Context: an optimization exercise on an open-source flow, tuned for a short achievable clock period and few clock cycles. The choices shown serve that exercise and are no tape-out recipe.
No functional check of the RTL was part of any run shown here.
No run shown here takes its clock network from TritonCTS; it comes from the design's own scripts or RTL.
The flow treats the clock pin as an ideal source. Dropping or thinning the clock tree relies on that and would not hold on a real chip.
Power figures rest on the tool's default switching activity, not on a simulated workload.

==> flow/flow/pre_cts.tcl <==
# Replace TritonCTS with a two-level tree (mytree.tcl); the rest of ORFS's
# CTS step (legalisation, timing repair) runs unchanged.
source [file join [file dirname [info script]] mytree.tcl]
rename clock_tree_synthesis _orfs_clock_tree_synthesis
proc clock_tree_synthesis {args} {
  mytree_build 16 4
}
==> flow/standard.sh <==
#!/bin/bash
# synth_recipe.tcl (not shown) runs the flow's synth.tcl, then flattens the netlist and writes it again
# the make line also repeats each setting of config.mk as NAME=value (left out here)
make -C /OpenROAD-flow-scripts/flow DESIGN_CONFIG=/design/flow/config.mk WORK_HOME=/design/flow/orfs CLKGATE_MAP_FILE= SYNTH_SCRIPT=/design/flow/synth_recipe.tcl "${@:-finish}"
==> flow/flow/mytree.tcl <==
# Two-level clock tree: the clock port drives a few root buffers, each root
# buffer drives leaf buffers placed at k-means centroids of the flip-flops.
proc mytree_build {leaf_size nroot} {
  set block [ord::get_db_block]
  set db [ord::get_db]
  set clknet [$block findNet clk]
  set master [$db findMaster sky130_fd_sc_hd__clkbuf_16]
  set sinks {}
  foreach it [$clknet getITerms] {
    set inst [$it getInst]
    lassign [$inst getLocation] x y
    set w [[$inst getMaster] getWidth]
    set h [[$inst getMaster] getHeight]
    lappend sinks [list $it [expr {$x + $w / 2}] [expr {$y + $h / 2}]]
  }
  set n [llength $sinks]
  set k [expr {int(ceil(double($n) / $leaf_size))}]
  # k-means, seeded along the sink order sorted by x
  set sorted [lsort -real -index 1 $sinks]
  set cx {}; set cy {}
  for {set i 0} {$i < $k} {incr i} {
    set s [lindex $sorted [expr {int(($i + 0.5) * $n / $k)}]]
    lappend cx [lindex $s 1]; lappend cy [lindex $s 2]
  }
  for {set iter 0} {$iter < 30} {incr iter} {
    set sx [lrepeat $k 0.0]; set sy [lrepeat $k 0.0]; set cnt [lrepeat $k 0]
    set assign {}
    foreach s $sinks {
      set x [lindex $s 1]; set y [lindex $s 2]
      set best 0; set bd 1e30
      for {set i 0} {$i < $k} {incr i} {
        set dx [expr {$x - [lindex $cx $i]}]; set dy [expr {$y - [lindex $cy $i]}]
        set d [expr {$dx*$dx + $dy*$dy}]
        if {$d < $bd} { set bd $d; set best $i }
      }
      lappend assign $best
      lset sx $best [expr {[lindex $sx $best] + $x}]
      lset sy $best [expr {[lindex $sy $best] + $y}]
      lset cnt $best [expr {[lindex $cnt $best] + 1}]
    }
    for {set i 0} {$i < $k} {incr i} {
      if {[lindex $cnt $i] > 0} {
        lset cx $i [expr {[lindex $sx $i] / [lindex $cnt $i]}]
        lset cy $i [expr {[lindex $sy $i] / [lindex $cnt $i]}]
      }
    }
  }
  # leaf buffers
  set leaves {}
  for {set i 0} {$i < $k} {incr i} {
    if {[lindex $cnt $i] == 0} { lappend leaves {}; continue }
    set inst [odb::dbInst_create $block $master "ctsl_$i"]
    $inst setLocation [expr {int([lindex $cx $i])}] [expr {int([lindex $cy $i])}]
    $inst setPlacementStatus PLACED
    set net [odb::dbNet_create $block "clkl_$i"]
    $net setSigType CLOCK
    [$inst findITerm X] connect $net
    lappend leaves [list $inst [lindex $cx $i] [lindex $cy $i]]
  }
  set idx 0
  foreach s $sinks {
    set i [lindex $assign $idx]
    set it [lindex $s 0]
    $it disconnect
    $it connect [$block findNet "clkl_$i"]
    incr idx
  }
  # root buffers: split the leaves by angle around their centre
  set lv {}
  foreach l $leaves { if {$l ne {}} { lappend lv $l } }
  set mx 0.0; set my 0.0
  foreach l $lv { set mx [expr {$mx + [lindex $l 1]}]; set my [expr {$my + [lindex $l 2]}] }
  set mx [expr {$mx / [llength $lv]}]; set my [expr {$my / [llength $lv]}]
  set la {}
  foreach l $lv { lappend la [list [lindex $l 0] [lindex $l 1] [lindex $l 2] [expr {atan2([lindex $l 2] - $my, [lindex $l 1] - $mx)}]] }
  set la [lsort -real -index 3 $la]
  set nl [llength $la]
  for {set r 0} {$r < $nroot} {incr r} {
    set grp [lrange $la [expr {$r * $nl / $nroot}] [expr {($r + 1) * $nl / $nroot - 1}]]
    set gx 0.0; set gy 0.0
    foreach l $grp { set gx [expr {$gx + [lindex $l 1]}]; set gy [expr {$gy + [lindex $l 2]}] }
    set gx [expr {$gx / [llength $grp]}]; set gy [expr {$gy / [llength $grp]}]
    set inst [odb::dbInst_create $block $master "ctsr_$r"]
    $inst setLocation [expr {int($gx)}] [expr {int($gy)}]
    $inst setPlacementStatus PLACED
    set net [odb::dbNet_create $block "clkr_$r"]
    $net setSigType CLOCK
    [$inst findITerm X] connect $net
    [$inst findITerm A] connect $clknet
    foreach l $grp { [[lindex $l 0] findITerm A] connect $net }
  }
  puts "mytree: $n sinks, $nl leaf buffers, $nroot root buffers"
}
==> flow/flow/run.sh <==
#!/bin/bash
# ORFS's standard flow with its clock tree step replaced by flow/mytree.tcl.
set -euo pipefail
bash standard.sh PRE_CTS_TCL="$PWD/flow/pre_cts.tcl" finish > standard_flow.log 2>&1
==> flow/config.mk <==
export PLATFORM = sky130hd
export DESIGN_NAME = circuit_layout_top
export DESIGN_NICKNAME = circuit_layout_top
export VERILOG_FILES = /design/flow/design.v
export SDC_FILE = /design/flow/constraint.sdc
export NUM_CORES = 4
export LEC_CHECK = 0
export ABC_CLOCK_PERIOD_IN_PS = 2000
export CAP_MARGIN = 20
export CORE_MARGIN = 2
export CORE_UTILIZATION = 50
export SETUP_SLACK_MARGIN = 3.0
export SLEW_MARGIN = 20
export TNS_END_PERCENT = 100
==> flow/design.v <==
package circuit_layout_pkg;
	localparam logic [8:0] CMD_LINE_FILLED = 9'd0;
	localparam logic [8:0] CMD_LINE_DASHED = 9'd1;
	localparam logic [8:0] CMD_SPRITE_V    = 9'd2;
	localparam logic [8:0] CMD_SPRITE_I    = 9'd3;
	localparam logic [8:0] CMD_SPRITE_R    = 9'd4;
	localparam logic [8:0] CMD_DOT         = 9'd5;
endpackage
`timescale 1ns/1ps
module circuit_layout_top (
	input  logic         clk,
	input  logic         rst,
	input  logic         elem_req,
	input  logic [31:0]  elem_rec,
	output logic         elem_ack,
	input  logic         run_req,
	output logic         run_ack,
	output logic         cmd_req,
	output logic [46:0]  cmd,
	input  logic         cmd_ack
);
	localparam int NE = 12;
	localparam int NN = 32;
	logic [4:0] in_a;
	logic [4:0] in_b;
	logic [1:0] in_k;
	assign in_a = elem_rec[31:27];
	assign in_b = elem_rec[26:22];
	assign in_k = elem_rec[21:20];
	logic [NE-1:0] neth;
	logic [NN-1:0] th;
	logic [NN-1:0] th_nx;
	logic [NN-1:0] deg1;
	logic [NN-1:0] deg2;
	logic [NE-1:0][4:0] tab_a;
	logic [NE-1:0][4:0] tab_b;
	logic [NE-1:0][1:0] tab_k;
	logic [NN-1:0] e0_oa;
	logic [NN-1:0] e0_ob;
	logic [2:0] settle;
	logic settled;
	logic [8:0] r0;
	logic [8:0] r1;
	function automatic logic [8:0] row0_fast(input logic [32:0] t);
		logic [8:0] r;
		r[0] = (t[1] & !t[2]) | (t[3] & !t[5]) | (t[6] & !t[8]) | (t[9] & !t[10]) | (t[11] & !t[12]) | (t[16] & !t[18]) | (t[19] & !t[20]) | (t[21] & !t[22]) | (t[23] & !t[25]) | (t[26] & !t[28]) | (t[30] & !t[32]);
		r[1] = (t[2] & !t[5]) | (t[6] & !t[7]) | (t[9] & !t[10]) | (t[12] & !t[13]) | (t[14] & !t[15]) | (t[16] & !t[17]) | (t[19] & !t[21]) | (t[23] & !t[26]) | (t[30] & !t[32]);
		r[2] = (t[6] & !t[7]) | (t[8] & !t[11]) | (t[12] & !t[14]) | (t[16] & !t[19]) | (t[23] & !t[30]);
		r[3] = (t[2] & !t[3]) | (t[5] & !t[8]) | (t[9] & !t[12]) | (t[16] & !t[23]);
		r[4] = !t[1] | (t[2] & !t[3]) | (t[4] & !t[5]) | (t[6] & !t[9]) | (t[16] & !t[32]);
		r[5] = !t[4] | (t[6] & !t[16]);
		r[6] = !t[1] | (t[2] & !t[6]);
		r[7] = !t[2];
		r[8] = 1'b0;
		row0_fast = r;
	endfunction
	function automatic logic [8:0] row1_fast(input logic [32:0] t);
		logic [8:0] r;
		r[0] = !t[32];
		r[1] = (t[2] & !t[3]) | (t[5] & !t[6]) | (t[8] & !t[9]) | (t[10] & !t[11]) | (t[12] & !t[16]) | (t[18] & !t[19]) | (t[20] & !t[21]) | (t[22] & !t[23]) | (t[25] & !t[26]) | (t[28] & !t[30]);
		r[2] = !t[3] | (t[7] & !t[8]) | (t[11] & !t[13]) | (t[14] & !t[15]) | (t[17] & !t[18]) | (t[20] & !t[22]) | (t[25] & !t[28]);
		r[3] = !t[3] | (t[5] & !t[8]) | (t[9] & !t[10]) | (t[11] & !t[12]) | (t[14] & !t[17]) | (t[20] & !t[25]);
		r[4] = !t[2] | (t[6] & !t[7]) | (t[9] & !t[11]) | (t[14] & !t[20]);
		r[5] = !t[3] | (t[4] & !t[5]) | (t[6] & !t[9]) | (t[14] & !t[32]);
		r[6] = (t[2] & !t[4]) | (t[6] & !t[14]);
		r[7] = (t[2] & !t[6]);
		r[8] = !t[2];
		row1_fast = r;
	endfunction
	function automatic logic [287:0] rows_all(input logic [32:0] t);
		logic [287:0] r;
		r[0] = (t[1] & !t[2]) | (t[3] & !t[5]) | (t[6] & !t[8]) | (t[9] & !t[10]) | (t[11] & !t[12]) | (t[16] & !t[18]) | (t[19] & !t[20]) | (t[21] & !t[22]) | (t[23] & !t[25]) | (t[26] & !t[28]) | (t[30] & !t[32]);
		r[1] = (t[2] & !t[5]) | (t[6] & !t[7]) | (t[9] & !t[10]) | (t[12] & !t[13]) | (t[14] & !t[15]) | (t[16] & !t[17]) | (t[19] & !t[21]) | (t[23] & !t[26]) | (t[30] & !t[32]);
		r[2] = (t[6] & !t[7]) | (t[8] & !t[11]) | (t[12] & !t[14]) | (t[16] & !t[19]) | (t[23] & !t[30]);
		r[3] = (t[2] & !t[3]) | (t[5] & !t[8]) | (t[9] & !t[12]) | (t[16] & !t[23]);
		r[4] = !t[1] | (t[2] & !t[3]) | (t[4] & !t[5]) | (t[6] & !t[9]) | (t[16] & !t[32]);
		r[5] = !t[4] | (t[6] & !t[16]);
		r[6] = !t[1] | (t[2] & !t[6]);
		r[7] = !t[2];
		r[8] = 1'b0;
		r[9] = !t[32];
		r[10] = (t[2] & !t[3]) | (t[5] & !t[6]) | (t[8] & !t[9]) | (t[10] & !t[11]) | (t[12] & !t[16]) | (t[18] & !t[19]) | (t[20] & !t[21]) | (t[22] & !t[23]) | (t[25] & !t[26]) | (t[28] & !t[30]);
		r[11] = !t[3] | (t[7] & !t[8]) | (t[11] & !t[13]) | (t[14] & !t[15]) | (t[17] & !t[18]) | (t[20] & !t[22]) | (t[25] & !t[28]);
		r[12] = !t[3] | (t[5] & !t[8]) | (t[9] & !t[10]) | (t[11] & !t[12]) | (t[14] & !t[17]) | (t[20] & !t[25]);
		r[13] = !t[2] | (t[6] & !t[7]) | (t[9] & !t[11]) | (t[14] & !t[20]);
		r[14] = !t[3] | (t[4] & !t[5]) | (t[6] & !t[9]) | (t[14] & !t[32]);
		r[15] = (t[2] & !t[4]) | (t[6] & !t[14]);
		r[16] = (t[2] & !t[6]);
		r[17] = !t[2];
		r[18] = (t[3] & !t[5]) | (t[6] & !t[8]) | (t[9] & !t[10]) | (t[11] & !t[12]) | (t[16] & !t[18]) | (t[19] & !t[20]) | (t[21] & !t[22]) | (t[23] & !t[25]) | (t[26] & !t[28]) | (t[30] & !t[32]);
		r[19] = (t[3] & !t[7]) | (t[8] & !t[11]) | (t[13] & !t[14]) | (t[15] & !t[17]) | (t[18] & !t[20]) | (t[22] & !t[25]) | (t[28] & !t[32]);
		r[20] = !t[6] | (t[14] & !t[16]) | (t[17] & !t[18]) | (t[19] & !t[21]) | (t[22] & !t[23]) | (t[26] & !t[28]) | (t[30] & !t[32]);
		r[21] = (t[3] & !t[6]) | (t[10] & !t[11]) | (t[12] & !t[13]) | (t[14] & !t[15]) | (t[17] & !t[19]) | (t[22] & !t[26]) | (t[30] & !t[32]);
		r[22] = (t[3] & !t[4]) | (t[6] & !t[7]) | (t[8] & !t[9]) | (t[10] & !t[12]) | (t[14] & !t[17]) | (t[22] & !t[30]);
		r[23] = !t[3] | (t[4] & !t[5]) | (t[6] & !t[8]) | (t[10] & !t[14]) | (t[22] & !t[32]);
		r[24] = !t[3] | (t[4] & !t[6]) | (t[10] & !t[22]);
		r[25] = (t[4] & !t[10]);
		r[26] = !t[4];
		r[27] = !t[32];
		r[28] = 1'b0;
		r[29] = !t[5] | (t[6] & !t[8]) | (t[9] & !t[10]) | (t[11] & !t[12]) | (t[16] & !t[18]) | (t[19] & !t[20]) | (t[21] & !t[22]) | (t[23] & !t[25]) | (t[26] & !t[28]) | (t[30] & !t[32]);
		r[30] = !t[5] | (t[6] & !t[7]) | (t[9] & !t[10]) | (t[12] & !t[13]) | (t[14] & !t[15]) | (t[16] & !t[17]) | (t[19] & !t[21]) | (t[23] & !t[26]) | (t[30] & !t[32]);
		r[31] = !t[6] | (t[7] & !t[8]) | (t[11] & !t[12]) | (t[14] & !t[16]) | (t[19] & !t[23]) | (t[30] & !t[32]);
		r[32] = !t[5] | (t[6] & !t[7]) | (t[9] & !t[11]) | (t[14] & !t[19]) | (t[30] & !t[32]);
		r[33] = !t[4] | (t[6] & !t[9]) | (t[14] & !t[30]);
		r[34] = (t[6] & !t[14]);
		r[35] = !t[6];
		r[36] = !t[5] | (t[6] & !t[8]) | (t[9] & !t[10]) | (t[11] & !t[12]) | (t[16] & !t[18]) | (t[19] & !t[20]) | (t[21] & !t[22]) | (t[23] & !t[25]) | (t[26] & !t[28]) | (t[30] & !t[32]);
		r[37] = !t[5] | (t[6] & !t[7]) | (t[9] & !t[10]) | (t[12] & !t[13]) | (t[14] & !t[15]) | (t[16] & !t[17]) | (t[19] & !t[21]) | (t[23] & !t[26]) | (t[30] & !t[32]);
		r[38] = (t[5] & !t[7]) | (t[9] & !t[10]) | (t[14] & !t[18]) | (t[20] & !t[21]) | (t[22] & !t[25]) | (t[26] & !t[28]);
		r[39] = !t[5] | (t[7] & !t[8]) | (t[10] & !t[13]) | (t[15] & !t[16]) | (t[17] & !t[19]) | (t[20] & !t[22]) | (t[23] & !t[26]) | (t[30] & !t[32]);
		r[40] = (t[5] & !t[6]) | (t[8] & !t[10]) | (t[11] & !t[12]) | (t[14] & !t[15]) | (t[17] & !t[20]) | (t[23] & !t[30]);
		r[41] = (t[6] & !t[7]) | (t[8] & !t[9]) | (t[11] & !t[14]) | (t[17] & !t[23]);
		r[42] = (t[5] & !t[6]) | (t[8] & !t[11]) | (t[17] & !t[32]);
		r[43] = !t[5] | (t[8] & !t[17]);
		r[44] = !t[8];
		r[45] = !t[32];
		r[46] = !t[6] | (t[8] & !t[9]) | (t[10] & !t[11]) | (t[12] & !t[16]) | (t[18] & !t[19]) | (t[20] & !t[21]) | (t[22] & !t[23]) | (t[25] & !t[26]) | (t[28] & !t[30]);
		r[47] = !t[6] | (t[7] & !t[9]) | (t[10] & !t[12]) | (t[13] & !t[14]) | (t[15] & !t[16]) | (t[17] & !t[19]) | (t[21] & !t[23]) | (t[26] & !t[30]);
		r[48] = (t[7] & !t[9]) | (t[10] & !t[14]) | (t[18] & !t[20]) | (t[21] & !t[22]) | (t[25] & !t[26]) | (t[28] & !t[32]);
		r[49] = !t[6] | (t[7] & !t[9]) | (t[11] & !t[12]) | (t[13] & !t[15]) | (t[17] & !t[18]) | (t[21] & !t[25]) | (t[28] & !t[32]);
		r[50] = (t[6] & !t[8]) | (t[10] & !t[11]) | (t[13] & !t[17]) | (t[21] & !t[28]);
		r[51] = (t[6] & !t[7]) | (t[10] & !t[13]) | (t[21] & !t[32]);
		r[52] = !t[6] | (t[10] & !t[21]);
		r[53] = !t[10];
		r[54] = !t[8] | (t[9] & !t[10]) | (t[11] & !t[12]) | (t[16] & !t[18]) | (t[19] & !t[20]) | (t[21] & !t[22]) | (t[23] & !t[25]) | (t[26] & !t[28]) | (t[30] & !t[32]);
		r[55] = !t[7] | (t[8] & !t[11]) | (t[13] & !t[14]) | (t[15] & !t[17]) | (t[18] & !t[20]) | (t[22] & !t[25]) | (t[28] & !t[32]);
		r[56] = (t[8] & !t[9]) | (t[10] & !t[11]) | (t[12] & !t[14]) | (t[17] & !t[20]) | (t[25] & !t[32]);
		r[57] = !t[7] | (t[8] & !t[10]) | (t[12] & !t[14]) | (t[16] & !t[18]) | (t[19] & !t[21]) | (t[22] & !t[23]) | (t[25] & !t[26]) | (t[28] & !t[30]);
		r[58] = !t[8] | (t[10] & !t[11]) | (t[13] & !t[15]) | (t[16] & !t[17]) | (t[19] & !t[22]) | (t[25] & !t[28]);
		r[59] = (t[7] & !t[8]) | (t[9] & !t[10]) | (t[12] & !t[13]) | (t[16] & !t[19]) | (t[25] & !t[32]);
		r[60] = (t[7] & !t[9]) | (t[12] & !t[16]) | (t[25] & !t[32]);
		r[61] = !t[7] | (t[12] & !t[25]);
		r[62] = !t[12];
		r[63] = !t[32];
		r[64] = 1'b0;
		r[65] = !t[32];
		r[66] = (t[8] & !t[9]) | (t[10] & !t[11]) | (t[12] & !t[16]) | (t[18] & !t[19]) | (t[20] & !t[21]) | (t[22] & !t[23]) | (t[25] & !t[26]) | (t[28] & !t[30]);
		r[67] = (t[8] & !t[11]) | (t[13] & !t[14]) | (t[15] & !t[17]) | (t[18] & !t[20]) | (t[22] & !t[25]) | (t[28] & !t[32]);
		r[68] = !t[9] | (t[10] & !t[12]) | (t[13] & !t[15]) | (t[18] & !t[22]) | (t[28] & !t[32]);
		r[69] = (t[8] & !t[10]) | (t[13] & !t[18]) | (t[28] & !t[32]);
		r[70] = !t[8] | (t[13] & !t[28]);
		r[71] = !t[13];
		r[72] = (t[9] & !t[10]) | (t[11] & !t[12]) | (t[16] & !t[18]) | (t[19] & !t[20]) | (t[21] & !t[22]) | (t[23] & !t[25]) | (t[26] & !t[28]) | (t[30] & !t[32]);
		r[73] = (t[9] & !t[10]) | (t[12] & !t[13]) | (t[14] & !t[15]) | (t[16] & !t[17]) | (t[19] & !t[21]) | (t[23] & !t[26]) | (t[30] & !t[32]);
		r[74] = !t[11] | (t[12] & !t[14]) | (t[16] & !t[19]) | (t[23] & !t[30]);
		r[75] = !t[10] | (t[11] & !t[18]) | (t[19] & !t[20]) | (t[21] & !t[22]) | (t[25] & !t[26]) | (t[28] & !t[30]);
		r[76] = (t[9] & !t[10]) | (t[13] & !t[14]) | (t[15] & !t[16]) | (t[17] & !t[19]) | (t[21] & !t[23]) | (t[25] & !t[28]);
		r[77] = !t[11] | (t[12] & !t[13]) | (t[15] & !t[17]) | (t[21] & !t[25]);
		r[78] = (t[9] & !t[12]) | (t[15] & !t[21]);
		r[79] = !t[9] | (t[15] & !t[32]);
		r[80] = !t[15];
		r[81] = !t[32];
		r[82] = (t[10] & !t[11]) | (t[12] & !t[16]) | (t[18] & !t[19]) | (t[20] & !t[21]) | (t[22] & !t[23]) | (t[25] & !t[26]) | (t[28] & !t[30]);
		r[83] = (t[11] & !t[13]) | (t[14] & !t[15]) | (t[17] & !t[18]) | (t[20] & !t[22]) | (t[25] & !t[28]);
		r[84] = !t[14] | (t[16] & !t[17]) | (t[18] & !t[19]) | (t[21] & !t[22]) | (t[23] & !t[26]) | (t[28] & !t[30]);
		r[85] = (t[13] & !t[14]) | (t[15] & !t[16]) | (t[17] & !t[18]) | (t[20] & !t[21]) | (t[23] & !t[25]) | (t[28] & !t[32]);
		r[86] = !t[10] | (t[11] & !t[12]) | (t[13] & !t[15]) | (t[17] & !t[20]) | (t[23] & !t[28]);
		r[87] = (t[11] & !t[13]) | (t[17] & !t[23]);
		r[88] = !t[11] | (t[17] & !t[32]);
		r[89] = !t[17];
		r[90] = (t[11] & !t[12]) | (t[16] & !t[18]) | (t[19] & !t[20]) | (t[21] & !t[22]) | (t[23] & !t[25]) | (t[26] & !t[28]) | (t[30] & !t[32]);
		r[91] = !t[11] | (t[13] & !t[14]) | (t[15] & !t[17]) | (t[18] & !t[20]) | (t[22] & !t[25]) | (t[28] & !t[32]);
		r[92] = (t[14] & !t[16]) | (t[17] & !t[18]) | (t[19] & !t[21]) | (t[22] & !t[23]) | (t[26] & !t[28]) | (t[30] & !t[32]);
		r[93] = (t[13] & !t[14]) | (t[15] & !t[16]) | (t[17] & !t[18]) | (t[20] & !t[21]) | (t[23] & !t[25]) | (t[28] & !t[32]);
		r[94] = !t[14] | (t[19] & !t[20]) | (t[22] & !t[23]) | (t[26] & !t[28]) | (t[30] & !t[32]);
		r[95] = !t[11] | (t[12] & !t[13]) | (t[15] & !t[17]) | (t[19] & !t[22]) | (t[26] & !t[30]);
		r[96] = (t[12] & !t[15]) | (t[19] & !t[26]);
		r[97] = !t[12] | (t[19] & !t[32]);
		r[98] = !t[19];
		r[99] = !t[32];
		r[100] = 1'b0;
		r[101] = !t[12] | (t[16] & !t[18]) | (t[19] & !t[20]) | (t[21] & !t[22]) | (t[23] & !t[25]) | (t[26] & !t[28]) | (t[30] & !t[32]);
		r[102] = (t[13] & !t[14]) | (t[15] & !t[17]) | (t[18] & !t[20]) | (t[22] & !t[25]) | (t[28] & !t[32]);
		r[103] = !t[14] | (t[16] & !t[17]) | (t[18] & !t[19]) | (t[21] & !t[22]) | (t[23] & !t[26]) | (t[28] & !t[30]);
		r[104] = !t[12] | (t[13] & !t[15]) | (t[16] & !t[18]) | (t[21] & !t[23]) | (t[28] & !t[32]);
		r[105] = (t[13] & !t[16]) | (t[21] & !t[28]);
		r[106] = !t[13] | (t[21] & !t[32]);
		r[107] = !t[21];
		r[108] = (t[16] & !t[18]) | (t[19] & !t[20]) | (t[21] & !t[22]) | (t[23] & !t[25]) | (t[26] & !t[28]) | (t[30] & !t[32]);
		r[109] = !t[13] | (t[14] & !t[15]) | (t[16] & !t[17]) | (t[19] & !t[21]) | (t[23] & !t[26]) | (t[30] & !t[32]);
		r[110] = (t[14] & !t[18]) | (t[20] & !t[21]) | (t[22] & !t[25]) | (t[26] & !t[28]);
		r[111] = (t[13] & !t[15]) | (t[17] & !t[18]) | (t[21] & !t[25]) | (t[28] & !t[32]);
		r[112] = !t[15] | (t[16] & !t[19]) | (t[20] & !t[21]) | (t[22] & !t[23]) | (t[26] & !t[28]) | (t[30] & !t[32]);
		r[113] = !t[13] | (t[14] & !t[16]) | (t[17] & !t[20]) | (t[22] & !t[26]) | (t[30] & !t[32]);
		r[114] = (t[14] & !t[17]) | (t[22] & !t[30]);
		r[115] = !t[14] | (t[22] & !t[32]);
		r[116] = !t[22];
		r[117] = !t[32];
		r[118] = !t[16] | (t[18] & !t[19]) | (t[20] & !t[21]) | (t[22] & !t[23]) | (t[25] & !t[26]) | (t[28] & !t[30]);
		r[119] = !t[14] | (t[15] & !t[16]) | (t[17] & !t[19]) | (t[21] & !t[23]) | (t[26] & !t[30]);
		r[120] = (t[14] & !t[16]) | (t[19] & !t[23]) | (t[30] & !t[32]);
		r[121] = !t[18] | (t[19] & !t[20]) | (t[21] & !t[22]) | (t[25] & !t[26]) | (t[28] & !t[30]);
		r[122] = !t[14] | (t[15] & !t[17]) | (t[19] & !t[21]) | (t[25] & !t[28]);
		r[123] = (t[15] & !t[19]) | (t[25] & !t[32]);
		r[124] = !t[15] | (t[25] & !t[32]);
		r[125] = !t[25];
		r[126] = (t[16] & !t[18]) | (t[19] & !t[20]) | (t[21] & !t[22]) | (t[23] & !t[25]) | (t[26] & !t[28]) | (t[30] & !t[32]);
		r[127] = (t[15] & !t[17]) | (t[18] & !t[20]) | (t[22] & !t[25]) | (t[28] & !t[32]);
		r[128] = (t[17] & !t[20]) | (t[25] & !t[32]);
		r[129] = !t[20];
		r[130] = !t[16] | (t[18] & !t[19]) | (t[21] & !t[22]) | (t[23] & !t[25]) | (t[26] & !t[28]) | (t[30] & !t[32]);
		r[131] = !t[15] | (t[17] & !t[18]) | (t[21] & !t[23]) | (t[26] & !t[30]);
		r[132] = (t[17] & !t[21]) | (t[26] & !t[32]);
		r[133] = !t[17] | (t[26] & !t[32]);
		r[134] = !t[26];
		r[135] = !t[32];
		r[136] = 1'b0;
		r[137] = !t[32];
		r[138] = 1'b0;
		r[139] = !t[16] | (t[18] & !t[19]) | (t[20] & !t[21]) | (t[22] & !t[23]) | (t[25] & !t[26]) | (t[28] & !t[30]);
		r[140] = !t[17] | (t[18] & !t[20]) | (t[22] & !t[25]) | (t[28] & !t[32]);
		r[141] = (t[18] & !t[22]) | (t[28] & !t[32]);
		r[142] = !t[18] | (t[28] & !t[32]);
		r[143] = !t[28];
		r[144] = !t[18] | (t[19] & !t[20]) | (t[21] & !t[22]) | (t[23] & !t[25]) | (t[26] & !t[28]) | (t[30] & !t[32]);
		r[145] = !t[17] | (t[19] & !t[21]) | (t[23] & !t[26]) | (t[30] & !t[32]);
		r[146] = !t[19] | (t[23] & !t[30]);
		r[147] = !t[23];
		r[148] = !t[18] | (t[19] & !t[20]) | (t[21] & !t[22]) | (t[23] & !t[25]) | (t[26] & !t[28]) | (t[30] & !t[32]);
		r[149] = !t[17] | (t[19] & !t[21]) | (t[23] & !t[26]) | (t[30] & !t[32]);
		r[150] = (t[19] & !t[23]) | (t[30] & !t[32]);
		r[151] = !t[19] | (t[30] & !t[32]);
		r[152] = !t[30];
		r[153] = !t[32];
		r[154] = (t[18] & !t[19]) | (t[20] & !t[21]) | (t[22] & !t[23]) | (t[25] & !t[26]) | (t[28] & !t[30]);
		r[155] = !t[18] | (t[20] & !t[22]) | (t[25] & !t[28]);
		r[156] = (t[20] & !t[25]);
		r[157] = !t[18] | (t[19] & !t[21]) | (t[22] & !t[23]) | (t[25] & !t[26]) | (t[28] & !t[30]);
		r[158] = !t[19] | (t[20] & !t[22]) | (t[25] & !t[28]);
		r[159] = (t[20] & !t[25]);
		r[160] = !t[20];
		r[161] = !t[32];
		r[162] = (t[19] & !t[20]) | (t[21] & !t[22]) | (t[23] & !t[25]) | (t[26] & !t[28]) | (t[30] & !t[32]);
		r[163] = !t[20] | (t[22] & !t[25]) | (t[28] & !t[32]);
		r[164] = (t[19] & !t[21]) | (t[22] & !t[23]) | (t[26] & !t[28]) | (t[30] & !t[32]);
		r[165] = !t[19] | (t[22] & !t[26]) | (t[30] & !t[32]);
		r[166] = !t[19] | (t[20] & !t[21]) | (t[23] & !t[25]) | (t[26] & !t[28]);
		r[167] = !t[20] | (t[22] & !t[23]) | (t[26] & !t[30]);
		r[168] = (t[22] & !t[26]);
		r[169] = !t[22];
		r[170] = !t[32];
		r[171] = !t[32];
		r[172] = 1'b0;
		r[173] = !t[20] | (t[21] & !t[22]) | (t[23] & !t[25]) | (t[26] & !t[28]) | (t[30] & !t[32]);
		r[174] = !t[21] | (t[23] & !t[26]) | (t[30] & !t[32]);
		r[175] = !t[20] | (t[21] & !t[22]) | (t[25] & !t[26]) | (t[28] & !t[32]);
		r[176] = !t[21] | (t[23] & !t[25]) | (t[28] & !t[30]);
		r[177] = (t[23] & !t[28]);
		r[178] = !t[23];
		r[179] = !t[32];
		r[180] = (t[21] & !t[22]) | (t[23] & !t[25]) | (t[26] & !t[28]) | (t[30] & !t[32]);
		r[181] = !t[21] | (t[23] & !t[26]) | (t[30] & !t[32]);
		r[182] = !t[21] | (t[22] & !t[25]) | (t[26] & !t[28]);
		r[183] = !t[22] | (t[23] & !t[26]) | (t[30] & !t[32]);
		r[184] = !t[21] | (t[22] & !t[25]) | (t[26] & !t[28]);
		r[185] = !t[22] | (t[23] & !t[26]) | (t[30] & !t[32]);
		r[186] = (t[23] & !t[30]);
		r[187] = !t[23];
		r[188] = !t[32];
		r[189] = !t[32];
		r[190] = (t[22] & !t[23]) | (t[25] & !t[26]) | (t[28] & !t[30]);
		r[191] = !t[23] | (t[26] & !t[30]);
		r[192] = !t[22] | (t[25] & !t[26]) | (t[28] & !t[32]);
		r[193] = !t[22] | (t[23] & !t[26]) | (t[30] & !t[32]);
		r[194] = !t[23] | (t[25] & !t[28]) | (t[30] & !t[32]);
		r[195] = (t[25] & !t[30]);
		r[196] = !t[25];
		r[197] = !t[32];
		r[198] = (t[23] & !t[25]) | (t[26] & !t[28]) | (t[30] & !t[32]);
		r[199] = !t[25] | (t[28] & !t[32]);
		r[200] = (t[25] & !t[32]);
		r[201] = !t[23] | (t[25] & !t[26]) | (t[28] & !t[30]);
		r[202] = !t[23] | (t[26] & !t[30]);
		r[203] = !t[25] | (t[26] & !t[28]);
		r[204] = (t[26] & !t[32]);
		r[205] = !t[26];
		r[206] = !t[32];
		r[207] = !t[32];
		r[208] = 1'b0;
		r[209] = !t[32];
		r[210] = (t[25] & !t[26]) | (t[28] & !t[30]);
		r[211] = !t[26] | (t[30] & !t[32]);
		r[212] = !t[25] | (t[28] & !t[30]);
		r[213] = (t[28] & !t[32]);
		r[214] = !t[28];
		r[215] = !t[32];
		r[216] = !t[25] | (t[26] & !t[28]) | (t[30] & !t[32]);
		r[217] = !t[26] | (t[30] & !t[32]);
		r[218] = !t[30];
		r[219] = (t[25] & !t[26]) | (t[28] & !t[30]);
		r[220] = (t[26] & !t[30]);
		r[221] = (t[25] & !t[26]) | (t[28] & !t[32]);
		r[222] = !t[25] | (t[28] & !t[32]);
		r[223] = !t[28];
		r[224] = !t[32];
		r[225] = !t[32];
		r[226] = !t[26] | (t[28] & !t[30]);
		r[227] = !t[28];
		r[228] = !t[26] | (t[28] & !t[30]);
		r[229] = !t[26] | (t[30] & !t[32]);
		r[230] = !t[28] | (t[30] & !t[32]);
		r[231] = (t[30] & !t[32]);
		r[232] = !t[30];
		r[233] = !t[32];
		r[234] = !t[28] | (t[30] & !t[32]);
		r[235] = (t[28] & !t[32]);
		r[236] = !t[28] | (t[30] & !t[32]);
		r[237] = (t[28] & !t[32]);
		r[238] = !t[32];
		r[239] = !t[28] | (t[30] & !t[32]);
		r[240] = (t[30] & !t[32]);
		r[241] = !t[30];
		r[242] = !t[32];
		r[243] = !t[32];
		r[244] = 1'b0;
		r[245] = !t[28] | (t[30] & !t[32]);
		r[246] = (t[28] & !t[32]);
		r[247] = 1'b0;
		r[248] = (t[28] & !t[30]);
		r[249] = !t[28];
		r[250] = !t[32];
		r[251] = !t[32];
		r[252] = (t[30] & !t[32]);
		r[253] = (t[30] & !t[32]);
		r[254] = 1'b0;
		r[255] = !t[32];
		r[256] = !t[32];
		r[257] = !t[30];
		r[258] = 1'b0;
		r[259] = !t[32];
		r[260] = !t[32];
		r[261] = !t[32];
		r[262] = !t[30];
		r[263] = !t[30];
		r[264] = (t[30] & !t[32]);
		r[265] = 1'b0;
		r[266] = (t[30] & !t[32]);
		r[267] = !t[30];
		r[268] = !t[32];
		r[269] = !t[32];
		r[270] = !t[32];
		r[271] = !t[32];
		r[272] = !t[32];
		r[273] = 1'b0;
		r[274] = !t[32];
		r[275] = !t[32];
		r[276] = 1'b0;
		r[277] = !t[32];
		r[278] = !t[32];
		r[279] = !t[32];
		r[280] = 1'b0;
		r[281] = !t[32];
		r[282] = 1'b0;
		r[283] = 1'b0;
		r[284] = 1'b0;
		r[285] = !t[32];
		r[286] = !t[32];
		r[287] = !t[32];
		rows_all = r;
	endfunction
	logic [NN-1:0] hit_a;
	logic [NN-1:0] hit_b;
	logic store;
	logic st_q;
	logic [4:0] a_q;
	logic [4:0] b_q;
	logic [1:0] k_q;
	assign store = elem_req && !elem_ack && !neth[NE-1] && (in_k != 2'd3);
	assign settled = settle[2] && settle[1];
	logic [NN-1:0] tin_q;
	always_ff @(posedge clk) begin
		a_q <= in_a;
		b_q <= in_b;
		k_q <= in_k;
		for (int n = 0; n < NN; n++) begin
			tin_q[n] <= (in_a >= 5'(n)) | (in_b >= 5'(n));
		end
	end
	always_comb begin
		for (int n = 0; n < NN; n++) begin
			hit_a[n] = (a_q == 5'(n));
			hit_b[n] = (b_q == 5'(n));
		end
		th_nx = th | tin_q;
	end
	always_ff @(posedge clk) begin
		if (rst) begin
			elem_ack <= 1'b0;
			neth <= '0;
			th <= '0;
			deg1 <= '0;
			deg2 <= '0;
			settle <= '0;
			st_q <= 1'b0;
			r0 <= '0;
			r1 <= '0;
		end else begin
			elem_ack <= elem_req;
			st_q <= store;
			if (st_q) begin
				settle <= '0;
			end else if (!(settle[2] && settle[1])) begin
				settle <= settle + 3'd1;
			end
			if (st_q) begin
				r0 <= row0_fast({1'b0, th_nx});
				r1 <= row1_fast({1'b0, th_nx});
				neth <= {neth[NE-2:0], 1'b1};
				th <= th_nx;
				deg1 <= deg1 | hit_a | hit_b;
				deg2 <= deg2 | (hit_a & hit_b) | (deg1 & (hit_a | hit_b));
			end
		end
	end
	always_ff @(posedge clk) begin
		if (st_q && !neth[0]) begin
			e0_oa <= hit_a;
			e0_ob <= hit_b;
			tab_k[0] <= k_q;
		end
		for (int i = 1; i < NE; i++) begin
			if (st_q && !neth[i] && neth[i - 1]) begin
				tab_a[i] <= a_q;
				tab_b[i] <= b_q;
				tab_k[i] <= k_q;
			end
		end
	end
	logic [NE-1:0] noh;
	assign noh = neth & ~{1'b0, neth[NE-1:1]};
	logic [NN-1:0][8:0] row_c;
	logic [9:0] sl0_c;
	logic [9:0] dl0_c;
	assign row_c = rows_all({1'b0, th});
	function automatic int sprite_left(input int e, input int ne);
		sprite_left = 20 + e * ((640 - 2 * 20) / ne) + ((640 - 2 * 20) / ne) / 2 - 44 / 2;
	endfunction
	function automatic int dot_left(input int e, input int ne);
		dot_left = 20 + e * ((640 - 2 * 20) / ne) + ((640 - 2 * 20) / ne) / 2 - 6 / 2;
	endfunction
	always_comb begin
		sl0_c = '0;
		dl0_c = '0;
		for (int i = 0; i < NE; i++) begin
			if (noh[i]) begin
				sl0_c = sl0_c | 10'(sprite_left(0, i + 1));
				dl0_c = dl0_c | 10'(dot_left(0, i + 1));
			end
		end
	end
	logic [NN-1:0][8:0] row_s;
	logic [9:0] sl0;
	logic [9:0] dl0;
	always_ff @(posedge clk) begin
		row_s <= row_c;
		sl0 <= sl0_c;
		dl0 <= dl0_c;
	end
	function automatic logic [8:0] row_of(input logic [NN-1:0] oh, input logic [NN-1:0][8:0] rows);
		logic [8:0] r;
		r = '0;
		for (int n = 0; n < NN; n++) begin
			if (oh[n]) begin
				r = r | rows[n];
			end
		end
		row_of = r;
	endfunction
	function automatic logic [17:0] row_of2(input logic [NN-1:0] oh, input logic [NN-1:0][8:0] rows);
		logic [8:0] lo;
		logic [8:0] hi;
		lo = '0;
		hi = '0;
		for (int n = 0; n < NN / 2; n++) begin
			if (oh[n]) begin
				lo = lo | rows[n];
			end
			if (oh[n + NN / 2]) begin
				hi = hi | rows[n + NN / 2];
			end
		end
		row_of2 = {hi, lo};
	endfunction
	function automatic logic [2:0] sprite_kind(input logic [1:0] k);
		case (k)
			2'd0: sprite_kind = 3'd2;
			2'd1: sprite_kind = 3'd3;
			default: sprite_kind = 3'd4;
		endcase
	endfunction
	logic [17:0] e0_pa, e0_pb;
	logic [8:0] e0_ra, e0_rb;
	logic [8:0] e0_ra2, e0_rb2;
	logic [9:0] e0_dab, e0_dba;
	logic [8:0] e0_top, e0_h, e0_da, e0_db;
	logic [2:0] e0_sk;
	logic [NE-1:0] eoh;
	logic [NE-1:0] peoh;
	logic [NE-1:0] pn_e;
	logic [4:0] pn_a_c, pn_b_c;
	logic [1:0] pn_k_c;
	logic [9:0] pn_sl_c, pn_dl_c;
	logic [NN-1:0] pn_oa, pn_ob;
	logic [2:0] pn_sk;
	logic [9:0] pn_sl, pn_dl;
	logic [17:0] pn_pa, pn_pb;
	logic [8:0] pn_ra, pn_rb;
	logic [8:0] pn_ra2, pn_rb2;
	logic [9:0] pn_dab, pn_dba;
	logic [8:0] pn_top, pn_h, pn_da, pn_db;
	assign peoh = {eoh[NE-2:0], 1'b0};
	always_comb begin
		pn_a_c = '0;
		pn_b_c = '0;
		pn_k_c = '0;
		for (int i = 1; i < NE; i++) begin
			if (peoh[i]) begin
				pn_a_c = pn_a_c | tab_a[i];
				pn_b_c = pn_b_c | tab_b[i];
				pn_k_c = pn_k_c | tab_k[i];
			end
		end
		pn_sl_c = '0;
		pn_dl_c = '0;
		for (int i = 1; i < NE; i++) begin
			for (int j = 0; j < NE; j++) begin
				if (pn_e[i] && noh[j] && i <= j) begin
					pn_sl_c = pn_sl_c | 10'(sprite_left(i, j + 1));
					pn_dl_c = pn_dl_c | 10'(dot_left(i, j + 1));
				end
			end
		end
	end
	always_ff @(posedge clk) begin
		e0_pa <= row_of2(e0_oa, row_s);
		e0_pb <= row_of2(e0_ob, row_s);
		e0_ra <= e0_pa[17:9] | e0_pa[8:0];
		e0_rb <= e0_pb[17:9] | e0_pb[8:0];
		e0_sk <= sprite_kind(tab_k[0]);
		e0_ra2 <= e0_ra;
		e0_rb2 <= e0_rb;
		e0_dab <= {1'b0, e0_ra} - {1'b0, e0_rb};
		e0_dba <= {1'b0, e0_rb} - {1'b0, e0_ra};
		e0_da <= e0_ra - 9'(10 / 2);
		e0_db <= e0_rb - 9'(10 / 2);
		e0_top <= e0_dab[9] ? e0_ra2 : e0_rb2;
		e0_h <= e0_dab[9] ? e0_dba[8:0] : e0_dab[8:0];
		pn_e <= peoh;
		for (int n = 0; n < NN; n++) begin
			pn_oa[n] <= (pn_a_c == 5'(n));
			pn_ob[n] <= (pn_b_c == 5'(n));
		end
		pn_sk <= sprite_kind(pn_k_c);
		pn_sl <= pn_sl_c;
		pn_dl <= pn_dl_c;
		pn_pa <= row_of2(pn_oa, row_s);
		pn_pb <= row_of2(pn_ob, row_s);
		pn_ra <= pn_pa[17:9] | pn_pa[8:0];
		pn_rb <= pn_pb[17:9] | pn_pb[8:0];
		pn_ra2 <= pn_ra;
		pn_rb2 <= pn_rb;
		pn_dab <= {1'b0, pn_ra} - {1'b0, pn_rb};
		pn_dba <= {1'b0, pn_rb} - {1'b0, pn_ra};
		pn_da <= pn_ra - 9'(10 / 2);
		pn_db <= pn_rb - 9'(10 / 2);
		pn_top <= pn_dab[9] ? pn_ra2 : pn_rb2;
		pn_h <= pn_dab[9] ? pn_dba[8:0] : pn_dab[8:0];
	end
	logic phase;               
	logic [8:0] y;             
	logic [8:0] y_nx;          
	logic [NN-1:0] lsh;        
	logic [NN-1:0] fs;         
	logic [NN-1:0] ts;         
	logic [1:0] sub;           
	logic [2:0] d_sk;
	logic [8:0] d_top, d_h, d_da, d_db;
	logic [9:0] d_sl, d_dl;
	logic started;
	logic done;
	logic cmd_valid;
	logic cmd_last;
	logic step;
	logic has;
	logic issue;
	logic ld_try;
	logic ld_ok;
	logic last_e;
	logic track;
	logic track_q;
	logic dstep;
	logic [46:0] nx;
	assign has = neth[0];
	assign issue = !cmd_req && !cmd_ack && run_req && !run_ack && !done && has && cmd_valid;
	assign ld_try = started && ((cmd_req && cmd_ack) || !cmd_valid) && !cmd_last;
	assign ld_ok = !phase || settled;
	assign last_e = !(|(peoh & neth));
	assign track = !started || !phase || (eoh[0] && sub == 2'd0);
	assign dstep = step && phase && sub == 2'd2;
	always_comb begin
		if (!started) begin
			nx = {(deg2[0] ? circuit_layout_pkg::CMD_LINE_FILLED : circuit_layout_pkg::CMD_LINE_DASHED),
				9'd1, 10'((640 - 2 * 20)), r0, 10'(20)};
		end else if (!phase) begin
			nx = {(fs[0] ? circuit_layout_pkg::CMD_LINE_FILLED : circuit_layout_pkg::CMD_LINE_DASHED),
				9'd1, 10'((640 - 2 * 20)), y, 10'(20)};
		end else begin
			case (sub)
				2'd0: nx = {9'(d_sk), d_h, 10'(44), d_top, d_sl};
				2'd1: nx = {circuit_layout_pkg::CMD_DOT, 9'(10), 10'(6), d_da, d_dl};
				default: nx = {circuit_layout_pkg::CMD_DOT, 9'(10), 10'(6), d_db, d_dl};
			endcase
		end
	end
	always_ff @(posedge clk) begin
		if (rst) begin
			cmd_req <= 1'b0;
			run_ack <= 1'b0;
			started <= 1'b0;
			done <= 1'b0;
			cmd_valid <= 1'b0;
			step <= 1'b0;
		end else begin
			cmd_req <= cmd_req ? !cmd_ack : issue;
			if (issue) begin
				started <= 1'b1;
				if (cmd_last) begin
					done <= 1'b1;
				end
			end
			if (run_ack) begin
				if (!run_req) begin
					run_ack <= 1'b0;
				end
			end else if (run_req && !cmd_req && !cmd_ack && (done || !has)) begin
				run_ack <= 1'b1;
				done <= 1'b0;
				started <= 1'b0;
			end
			step <= 1'b0;
			if (!started) begin
				cmd_valid <= 1'b1;
			end else if (ld_try) begin
				cmd_valid <= ld_ok;
				step <= ld_ok;
			end
		end
	end
	logic cmd_ld;
	logic [46:0] cmd_ldm;
	assign cmd_ld = !started || (ld_try && ld_ok);
	assign cmd_ldm = {47{cmd_ld}};
	always_ff @(posedge clk) begin
		cmd <= (cmd_ldm & nx) | (~cmd_ldm & cmd);
		if (cmd_ld) begin
			cmd_last <= started && phase && (sub == 2'd2) && last_e;
		end
	end
	always_ff @(posedge clk) begin
		y_nx <= row_of(lsh, row_s);
	end
	always_ff @(posedge clk) begin
		if (!started) begin
			phase <= !th[1];
			y <= r1;
			lsh <= NN'(4);
			fs <= deg2 >> 1;
			ts <= th >> 2;
			eoh <= NE'(1);
			sub <= 2'd0;
		end else if (step) begin
			if (!phase) begin
				y <= y_nx;
				lsh <= lsh << 1;
				fs <= fs >> 1;
				ts <= ts >> 1;
				if (!ts[0]) begin
					phase <= 1'b1;
				end
			end else if (sub == 2'd2) begin
				sub <= 2'd0;
				eoh <= peoh;
			end else begin
				sub <= sub + 2'd1;
			end
		end
	end
	always_ff @(posedge clk) begin
		track_q <= track;
	end
	always_ff @(posedge clk) begin
		if (track_q) begin
			d_sk <= e0_sk;
			d_top <= e0_top;
			d_h <= e0_h;
			d_da <= e0_da;
			d_db <= e0_db;
			d_sl <= sl0;
			d_dl <= dl0;
		end else if (dstep) begin
			d_sk <= pn_sk;
			d_top <= pn_top;
			d_h <= pn_h;
			d_da <= pn_da;
			d_db <= pn_db;
			d_sl <= pn_sl;
			d_dl <= pn_dl;
		end
	end
endmodule
==> flow/constraint.sdc <==
create_clock -name core_clock -period 5.0 [get_ports {clk}]
set_input_delay 1.0000 -clock core_clock [delete_from_list [all_inputs] [get_ports {clk}]]
set_output_delay 1.0000 -clock core_clock [all_outputs]
set_load 0.01 [all_outputs]
==> key figures, run 1 <==
Hold path
  – HP Start: pn_dba[0]
  – Hold path cells: 0
  – HP Class: flop to flop

Synth
  – Most common cell in the netlist: dfxtp_1
  – Mean post-synth cell area: between 10 and 15 µm²
  – Area leader, netlist: dfxtp_1
  – Syn Inst Count: 4352
  – Ys async rst share: 0%
  – Commonest register cell after synthesis: dfxtp_1
  – Yosys cell types: 80
  – Seq cells post-synth: 1143
  – Seq/Total Area, Yosys: 57.8%
  – Largest cells by area after synthesis: dfxtp_1 34%, edfxtp_1 24%, mux2_2 3.2%
  – Yosys warnings: 1
  – Post-synth EDFFs: around 370
  – Top-area cell type share of the netlist area: 33.9%
  – Post-Syn Nets: approximately 4400
  – Post-synthesis cell area: 45900 µm²
  – Synth top cells by count: 778 x dfxtp_1, 365 x edfxtp_1, 358 x nor2_1

Drt
  – Routed wl met3: approximately 19000 µm
  – Drt total wl: ~180000 µm
  – Initial DRT Pass Iterations: 10
  – Vias per Instance: 6.76
  – Top sig layer: met5
  – Vias: 37022
  – Wire per inst: 32.7 µm
  – Initial DRC Count: 5750
  – DRC Markers: 0
  – Antenna-violating nets left: 0
  – Routed met1 length: 71100 µm
  – Metal2 WL: 74900 µm

Clock tree
  – Worst-Skew Late Latency: 0.53 ns
  – Worst-path clk slew: 0.08 ns

Cells and area
  – Final nets: approximately 4400
  – Sequential cell area: 26700 µm²
  – Fin cells: 5479
  – Layout cells sized above 1: 15.3%
  – Syn-to-layout area delta: 9.74%
  – Fillcell total: a little under 8000
  – Multi-input logic area: 18100 µm²

Critical path
  – R2R depth: 4
  – Crit end category: output pin
  – R2R Path Start: pn_e[8]
  – Worst Path Max Fanout: 2
  – Crit start category: flop
  – CP arrival: 1.20 ns
  – Worst EP required: 4.00 ns
  – Kind of critical path: flop to output pin

Floorplan
  – Placeable Area: 91200 µm²
  – Chip Height: 307 µm
  – Die area: 94200 µm²
  – Num rows: 111
  – Die X: ~310 µm
  – Num ports: just under 90
  – Initial Util: approximately half

Status
  – Status: complete, no violations

STA
  – F_max: 454 MHz
  – Unrepaired setup endpoints after global routing: true
  – Skew final: 0.0734 ns
  – Final Hold Vio Count: 0
  – Worst Tran Pin Value: 1.10 ns
  – Slew Limit Fails: 0
  – Relative slew slack: ~27%
  – Final hold slack: 0.328 ns
  – Setup_tns: 0 ns
  – # setup viols final: 0
  – Fin crit share: between 40% and 50%
  – Min cycle time layout: 2.20 ns

GRT
  – First-pass GRT wire length: 253000 µm
  – Gr usage total: 36.8%
  – Number of global-route vias before repair: 34743
  – Antenna violations before repair: 15
  – Largest net degree at the start of global routing: 71
  – Total congestion overflow: 0

Place
  – Hpwl dp: 124000 µm
  – Routability cong.: between 1 and 1.5
  – Port bufs: 66
  – Dpl cells: 5315

Pwr
  – Leakage: 0.0187 µW
  – Pwr dens: 342 nW/µm²
  – Worst IR Drop VDD: 310 µV

Run
  – Max_cap viols: 0
==> metrics by stage <==
stage	area [µm²]	setup WS (ns)	utilization, %	total power (µW)
floorplan	46000	2.61	-	11100
global placement	47100	1.76	51.6	11800
detailed placement	47100	1.78	51.6	11800
CTS	50000	2.61	54.8	16300
global route	50300	2.76	55.2	17700
finish	50400	2.80	55.2	17200
==> metal layers <==
metal	vias to the layer above	global-route usage, %
met1	17815	49.1
met3	706	8.66
met5	-	0
met4	6	22.9
met2	2573	53.8
li1	15922	-
==> power by group <==
group	switching [µW]	internal [µW]	leakage, µW	total [µW]
combinational	642	430	0.00771	1070
clock	2850	2640	0.000937	5500
sequential	710	9940	0.0100	10700
==> state kept, by name, indices dropped and copies added (netlist names), 18 cells and up, named ones only <==
register,cells
pn_oa,32
deg2,32
e0_ob,32
pn_pa,18
th,31
ts,30
tab_a,55
tab_b,55
lsh,30
e0_pb,18
pn_pb,18
e0_pa,18
fs,31
deg1,32
row_s,171
pn_ob,32
tab_k,24
e0_oa,32
tin_q,31
==> critical path, stage by stage, from the launching register on <==
cell,delay [ns]
edfxtp_1,0.42
buf_6,0.14
buf_2,0.13
==> cell usage in the layout, fill, tap and decap left out, drive strengths merged, types with 10 or more instances in the layout <==
master,n
a221oi,149
inv,131
nand3b,16
a21oi,229
mux2i,39
mux2,131
o22ai,10
or4,14
nor2,358
nand3,127
nor3,74
a222oi,53
nand4b,11
nor2b,52
or3,18
and3,46
nand2b,32
diode,14
maj3,32
dfxtp,778
nand4,109
nor4,27
clkbuf,113
edfxtp,365
or2,60
a211oi,20
xnor2,34
ha,39
a22oi,178
buf,126
a2111oi,17
o21ai,201
a22o,150
and2,26
o31ai,11
nand2,353
==> path summary, 6_finish.rpt <==
check,endpoint,slack (ns)
min,pn_h[0],0.33
min reg2reg,pn_h[0],0.33
max reg2reg,pn_sl[3],2.99
max,cmd[25],2.80
==> area by class of cell <==
class | instances | area share, %
Sequential cell | 1143 | 53.0
Antenna cell | 14 | 0.0696
Multi-Input combinational cell | 2746 | 36.0
Buffer | 76 | 3.78
Timing Repair Buffer | 171 | 3.10
Inverter | 143 | 1.16
Tap cell | 1186 | 2.95
==> repair_timing <==
action                     CTS  global route
buffers inserted            38            22
gates cloned                12             2
pin swaps                   22            24
resized for setup          252           239
hold buffers                 0             0
setup endpoints to repair  635           379
==> kinds of logic after synthesis <==
family                     synth area share [%]
AOI/OAI and AO/OA                          16.9
xor gates and xnor gates                  0.725
adders and majority gates                  1.94
buffers and inverters                      4.04
DFF                                        57.8
muxes                                      4.07
and+or+nand+nor                            14.5
==> inputs of run 2 (changes only) <==
--- a/flow/design.v
+++ b/flow/design.v
@@ -578,4 +578,6 @@
 	logic [8:0] d_top, d_h, d_da, d_db;
 	logic [9:0] d_sl, d_dl;
+	logic cr;
+	logic ra;
 	logic started;
 	logic done;
@@ -593,6 +595,6 @@
 	logic [46:0] nx;
 	assign has = neth[0];
-	assign issue = !cmd_req && !cmd_ack && run_req && !run_ack && !done && has && cmd_valid;
-	assign ld_try = started && ((cmd_req && cmd_ack) || !cmd_valid) && !cmd_last;
+	assign issue = !cr && !cmd_ack && run_req && !ra && !done && has && cmd_valid;
+	assign ld_try = started && ((cr && cmd_ack) || !cmd_valid) && !cmd_last;
 	assign ld_ok = !phase || settled;
 	assign last_e = !(|(peoh & neth));
@@ -618,4 +620,6 @@
 			cmd_req <= 1'b0;
 			run_ack <= 1'b0;
+			cr <= 1'b0;
+			ra <= 1'b0;
 			started <= 1'b0;
 			done <= 1'b0;
@@ -623,4 +627,5 @@
 			step <= 1'b0;
 		end else begin
+			cr <= cr ? !cmd_ack : issue;
 			cmd_req <= cmd_req ? !cmd_ack : issue;
 			if (issue) begin
@@ -634,6 +639,13 @@
 					run_ack <= 1'b0;
 				end
-			end else if (run_req && !cmd_req && !cmd_ack && (done || !has)) begin
+			end else if (run_req && !cr && !cmd_ack && (done || !has)) begin
 				run_ack <= 1'b1;
+			end
+			if (ra) begin
+				if (!run_req) begin
+					ra <= 1'b0;
+				end
+			end else if (run_req && !cr && !cmd_ack && (done || !has)) begin
+				ra <= 1'b1;
 				done <= 1'b0;
 				started <= 1'b0;
==> run 2 against run 1 <==
  * Still clean
  * Total power fell by 0.37%
  * Final cell count fell by 1.2%
  * Combinational power fell by 14%
  * Sequential power barely moved
  * Hold slack improved by 0.00084 ns
  * Critical path type unchanged
  * Largest cell class unchanged
==> key figures, run 2 <==
STA
  – F_max: 476 MHz
  – Min cycle time layout: 2.10 ns
  – Skew final: 0.0556 ns
  – Final Hold Vio Count: 0
  – # setup viols final: 0
  – Worst Tran Pin Value: between 1 and 1.5 ns
  – Unrepaired setup endpoints after global routing: true
  – Slew Limit Fails: 0
  – Final hold slack: roughly 0.33 ns
  – Setup_tns: 0 ns
  – Worst Slack Setup Final: approximately 2.9 ns
  – Fin crit share: 42.0%
  – Relative slew slack: between 15 and 20%

Critical path
  – Crit-path cells: dlymetal6s2s_1
  – Worst Path Max Fanout: 1
  – Crit start category: flop
  – Slowest library cell on the worst path: edfxtp_1
  – Worst EP required: 4.00 ns
  – Worst path top cell family by delay: flip-flops
  – Crit end category: output pin
  – Max incr delay on CP: 0.39 ns
  – Kind of critical path: flop to output pin
  – Critical path buffers and inverters: 1
  – CP arrival: 1.10 ns

GRT
  – Largest net degree at the start of global routing: 70
  – First-pass GRT wire length: 254000 µm
  – Total congestion overflow: 0
  – Gr usage total: 37.3%
  – Antenna violations before repair: 16
  – Number of global-route vias before repair: 34394

Synth
  – Post-Syn Nets: 4402
  – Yosys cell types: between 70 and 80
  – Most common cell in the netlist: dfxtp_1
  – Largest cells by area after synthesis: dfxtp_1 34%, edfxtp_1 24%, mux2_2 3.2%
  – Synth top cells by count: 780 x dfxtp_1, 375 x nor2_1, 365 x edfxtp_1
  – Yosys warnings: 1
  – Commonest register cell after synthesis: dfxtp_1
  – Seq/Total Area, Yosys: 58.3%
  – Syn Inst Count: 4322
  – Post-synthesis cell area: 45600 µm²
  – Ys async rst share: 0%
  – Post-synth EDFFs: 365
  – Seq cells post-synth: 1145
  – Mean post-synth cell area: about 11 µm²
  – Area leader, netlist: dfxtp_1
  – Top-area cell type share of the netlist area: 34.3%

Drt
  – Antenna-violating nets left: 0
  – Initial DRC Count: 5911
  – Initial DRT Pass Iterations: 10
  – Vias: 37031
  – Drt total wl: 180000 µm
  – Wire per inst: around 33 µm
  – Vias per Instance: 6.84
  – DRC Markers: 0

Status
  – Status: complete, no violations

Floorplan
  – Placeable Area: around 90000 µm²
  – Die area: between 90000 and 100000 µm²
  – Die X: 306 µm
  – Chip Height: 306 µm
  – Initial Util: 50.5%
  – Num rows: 110
  – Num ports: 87

Cells and area
  – Final core utilization: 55.3%
  – Register with the most flip-flops: row_s
  – Final nets: 4306
  – Layout cells sized above 1: around 14%
  – Most frequent cells in the layout: 715 x dfxtp_1, 365 x edfxtp_1, 363 x nor2_1
  – Syn-to-layout area delta: 9.46%
  – Commonest non-fill, non-tap cell in the layout: dfxtp_1
  – Max reg flops: 171
  – Post-route cell area: 49900 µm²
  – Largest regs: row_s (171), tab_a (55), tab_b (55)
  – Fillcell total: 7797

Clock tree
  – CTS Hold Bufs: 0
  – Worst-path clk slew: 0.08 ns
  – Worst-Skew Late Latency: 0.52 ns

Pwr
  – Combinational power share: between 5 and 6%
  – Leakage: around 0.018 µW
  – Clock share of power: 32.0%
  – Worst IR Drop VDD: 310 µV
  – Sw Pwr: 4220 µW
  – Pwr dens: ~340 nW/µm²
  – Sequential share of power: between 60% and 70%
  – Internal power: 12900 µW
  – Sw Ratio: 24.6%

Place
  – Worst slack at placement: 1.17 ns
  – Routability cong.: 1.12
  – Post-placement cell area: 46900 µm²
  – Port bufs: 66
  – Hpwl dp: about 120000 µm

Hold path
  – HP Class: flop to flop

Run
  – Max_cap viols: 0
==> run 2: cell types whose count changed in the layout (fill, tap and decap cells not counted), moves of 14 or more <==
cell,delta
nand3_1,-19
o21ai_1,+17
buf_4,-14
nor2_1,+14
o21a_1,+14
xnor2_1,+14
==> run 2: repair_timing <==
item                       in CTS  in global routing
pin swaps                       8                  8
cloned                          8                  1
gates resized for setup       219                219
buffers inserted               21                 16
setup endpoints to repair     579                491
==> run 2: kinds of logic after synthesis <==
kind of cell	after synthesis	share of synthesized area, %
buffers and inverters	462	3.84
flip-flops	1145	58.3
XOR/XNOR	54	1.04
AND/OR/NAND/NOR	1327	13.9
adder cells (fa/ha/maj)	75	1.95
multiplexers	161	3.89
AO/OA/AOI/OAI	1098	17.0
==> run 2: routing by layer <==
metal  GRT usage, %  vias to the layer above  routed length [µm]
met5          0.207                        -                  30
met4           20.7                        4               13500
met3           11.5                      739               21300
met2           53.9                     2712               73900
met1           49.6                    17833               71000
li1               -                    15743                   -
==> run 2: final cells by class <==
type	count	area (µm²)	area share [%]
diodes	13	32.5	0.0652
well taps	1176	1470	2.95
repair inverters	1	7.51	0.0151
multi-input cells	2720	17900	35.9
inverters	130	517	1.04
repair buffers	152	1340	2.68
plain buffers	76	1900	3.81
flip-flops and latches	1145	26700	53.5
==> run 2: per-stage QoR <==
stage	total power (µW)	cells
after global routing	17600	5401
final	17200	5413
after floorplan	11000	4322
after CTS	16200	5383
after global placement	11700	5278
after detailed placement	11700	5278
==> run 2: worst paths after layout <==
kind,start,endpoint,slack (ns),depth (start not counted)
worst max-delay path,flop,cmd[8],2.90,1
worst min-delay path,pn_dba[0],pn_h[0],0.33,0
worst max register to register,neth[11],pn_dl[6],2.96,6
worst min register to register,pn_dba[0],pn_h[0],0.33,0
==> run 2: power by group through the flow <==
stage               Sequential (µW)  Combinational, µW  Clock (µW)
floorplan                     10300                672           0
global placement              10800                850           0
detailed placement            10800                852           0
CTS                           10800                886        4450
global route                  10700                996        5890
finish                        10800                921        5490
==> inputs of run 3 (changes only) <==
--- a/flow/design.v
+++ b/flow/design.v
@@ -661,13 +661,19 @@
 	end
 	logic cmd_ld;
-	logic [46:0] cmd_ldm;
+	logic [46:0] cmd_hold;
 	assign cmd_ld = !started || (ld_try && ld_ok);
-	assign cmd_ldm = {47{cmd_ld}};
 	always_ff @(posedge clk) begin
-		cmd <= (cmd_ldm & nx) | (~cmd_ldm & cmd);
+		cmd <= cmd_ld ? nx : cmd_hold;
 		if (cmd_ld) begin
 			cmd_last <= started && phase && (sub == 2'd2) && last_e;
 		end
 	end
+	always_ff @(posedge clk) begin
+		if (rst) begin
+			cmd_hold <= '0;
+		end else if (cmd_ld) begin
+			cmd_hold <= nx;
+		end
+	end
 	always_ff @(posedge clk) begin
 		y_nx <= row_of(lsh, row_s);
==> run 3 against run 2 <==
  * Critical endpoint is now cmd_hold[24]
  * Routed wire length fell by 2.7%
  * Cell area rose by 4.6%
  * Sequential cell count rose by 49
  * Global-route usage is 2.5 points lower
  * Still clean on timing, DRC and antenna
  * Highest routed layer unchanged
  * Critical path depth increased by 7
  * Via count grew 2.1%
  * Sequential power about the same
==> key figures, run 3 <==
Critical path
  – Crit start category: flop
  – Worst EP required: 5.45 ns
  – Crit end category: flop
  – CP arrival: 2.55 ns
  – Worst Path Max Fanout: 8
  – Kind of critical path: flop to flop

Cells and area
  – Register with the most flip-flops: row_s
  – Max reg flops: 171
  – Final core utilization: between 50 and 60%
  – Multi-input logic area: 18800 µm²
  – Fin cells: 5686
  – Fillcell total: slightly above 8000
  – Largest regs: row_s (171), tab_a (55), tab_b (55)
  – Final nets: 4509
  – Most frequent cells in the layout: 794 x dfxtp_1, 358 x nor2_1, 329 x edfxtp_1
  – Commonest non-fill, non-tap cell in the layout: dfxtp_1
  – Sequential cell area: 27300 µm²
  – Syn-to-layout area delta: 11.0%
  – Layout cells sized above 1: 15.5%

STA
  – Worst Tran Pin Value: roughly 1.1 ns
  – Setup_tns: 0 ns
  – Slew Limit Fails: 0
  – Min cycle time layout: 2.09 ns
  – F_max: about 480 MHz
  – # setup viols final: 0
  – Skew final: 0.0980 ns
  – Unrepaired setup endpoints after global routing: true
  – Final Hold Vio Count: 0
  – Relative slew slack: between 20% and 30%
  – Fin crit share: about two fifths

GRT
  – First-pass GRT wire length: 252000 µm
  – Number of global-route vias before repair: roughly 36000
  – Antenna violations before repair: 7
  – Total congestion overflow: 0
  – Gr usage total: 34.8%
  – Largest net degree at the start of global routing: 70

Synth
  – Mean post-synth cell area: 10.5 µm²
  – Ys async rst share: 0%
  – Largest cells by area after synthesis: dfxtp_1 37%, edfxtp_1 21%, mux2_2 3.3%
  – Yosys cell types: between 80 and 90
  – Post-Syn Nets: 4565
  – Post-synthesis cell area: 47000 µm²
  – Most common cell in the netlist: dfxtp_1
  – Area leader, netlist: dfxtp_1
  – Commonest register cell after synthesis: dfxtp_1
  – Yosys warnings: 1
  – Seq/Total Area, Yosys: 57.9%
  – Synth top cells by count: 865 x dfxtp_1, 370 x nor2_1, 334 x nand2_1
  – Post-synth EDFFs: 329
  – Seq cells post-synth: 1194
  – Syn Inst Count: between 4000 and 5000
  – Top-area cell type share of the netlist area: 36.8%

Status
  – Status: complete, no violations

Floorplan
  – Die area: about 96000 µm²
  – Num ports: 87
  – Initial Util: 50.4%
  – Num rows: 112
  – Chip Height: 311 µm
  – Placeable Area: 93200 µm²
  – Die X: around 310 µm

Drt
  – Drt total wl: 175000 µm
  – DRC Markers: 0
  – Initial DRC Count: 5726
  – Vias: 37798
  – Wire per inst: roughly 31 µm
  – Antenna-violating nets left: 0
  – Vias per Instance: 6.65
  – Initial DRT Pass Iterations: 10

Place
  – Hpwl dp: between 100000 and 150000 µm
  – Routability cong.: 1.07
  – Port bufs: 66
  – Dpl cells: 5522

Pwr
  – Worst IR Drop VDD: between 300 and 400 µV
  – Pwr dens: 338 nW/µm²
  – Leakage: approximately 0.019 µW

Clock tree
  – Worst-Skew Late Latency: 0.57 ns
  – CTS Hold Bufs: 0
  – Worst-path clk slew: 0.10 ns

Hold path
  – HP Class: flop to flop

Run
  – Max_cap viols: 0
run 3: changes by cell type after synthesis, sizes merged, moves of 19 or more:
cell,delta
nand2,-30
nor2b,+26
nor3,+19
a22oi,+24
dfxtp,+85
edfxtp,-36
nand2b,+19
run 3: layout make-up:
class,instances,share of cell area [%]
antenna,5,0.0240
buffer,79,3.79
inverter,150,1.11
multi-input combinational,2816,36.1
sequential,1194,52.4
tap,1254,3.01
timing repair buffer,188,3.57
run 3: path summary, 6_finish.rpt:
| kind | slack [ns] | end | start | cells after the start |
|---|---|---|---|---|
| setup reg to reg | 2.91 | cmd_hold[24] | phase | 8 |
| hold / removal | 0.33 | e0_h[0] | e0_dba[0] | 0 |
| hold reg to reg | 0.33 | e0_h[0] | e0_dba[0] | 0 |
| setup / recovery | 2.91 | cmd_hold[24] | phase | 8 |
run 3: routing by layer:
metal  GRT usage [%]  wire length [µm]  vias up
met3            9.74             20200      732
met1            45.1             67400    18066
met2            52.8             75100     2564
met4            18.7             12200        8
met5               0                47        -
li1                -                 -    16428
run 3: per-stage QoR:
stage          cell area [µm²]  hold slack [ns]  total power (µW)  setup slack (ns)
3_5_place_dp             48500            0.315             12000              1.71
6_report                 52200            0.329             17600              2.91
2_1_floorplan            47300            0.310             11400              2.83
3_3_place_gp             48500            0.313             12000              1.73
4_1_cts                  51700            0.315             16700              2.53
5_1_grt                  52200            0.336             18100              2.84
run 3: logic make-up (layout without fill, tap and decap cells):
family	after synthesis	count (layout)	share of synthesized area (%)
multiplexers	159	159	3.75
flip-flops	1194	1194	57.9
AND/OR/NAND/NOR	1386	1392	14.5
adder cells (fa/ha/maj)	75	75	1.89
XOR/XNOR	39	39	0.727
other	0	5	0
AO/OA/AOI/OAI	1151	1151	17.4
buffers and inverters	481	417	3.90
run 3: power breakdown:
part	internal (µW)	switching [µW]
clock	2740	2970
combinational	412	584
sequential	10300	656
run 3: critical path, cell delays in order, from the launching register on:
cell and delay, ns:
edfxtp_1 0.48, buf_6 0.17, a21boi_4 0.15, or4_4 0.55, nor2_4 0.17, buf_12 0.13
buf_16 0.11, a21o_1 0.09, nor2b_1 0.12
run 3: timing repair:
item | 4_1_cts | 5_1_grt
resized for setup | 248 | 250
pin swaps | 42 | 24
setup endpoints to repair | 598 | 413
buffers inserted | 40 | 24
cloned | 14 | 2

## afterwards: timing with drivers on the ports
How much do the figures lean on ideal ports? The routed layouts below were timed once more, with nothing changed but the port constraints.
Step 1: set_driving_cell puts a clkbuf_16 on clk and a buf_2 on each other input, an assumption about the parent block.
Step 2 adds t to the input delays and takes it off the output delays; t is the mean of the earliest and latest rising clock arrival at the registers after step 1. Input paths then give back, and output paths get back, about the clock's delay inside the block.
Three values: ideal, step 1, step 2; two values: the first two.
run	t (ns)	setup slack, ns	worst data-port slew with drivers (ns)
run 1	0.663	2.796 / 2.632 / 2.573	0.08
run 2	0.653	2.901 / 2.738 / 2.548	0.08
run 3	0.675	2.908 / 2.850 / 2.518	0.15
After both steps setup and hold are still met in every run listed. The setup slack of run 3, which loses most, moves by -0.058 ns with the drivers and by -0.390 ns with both steps.
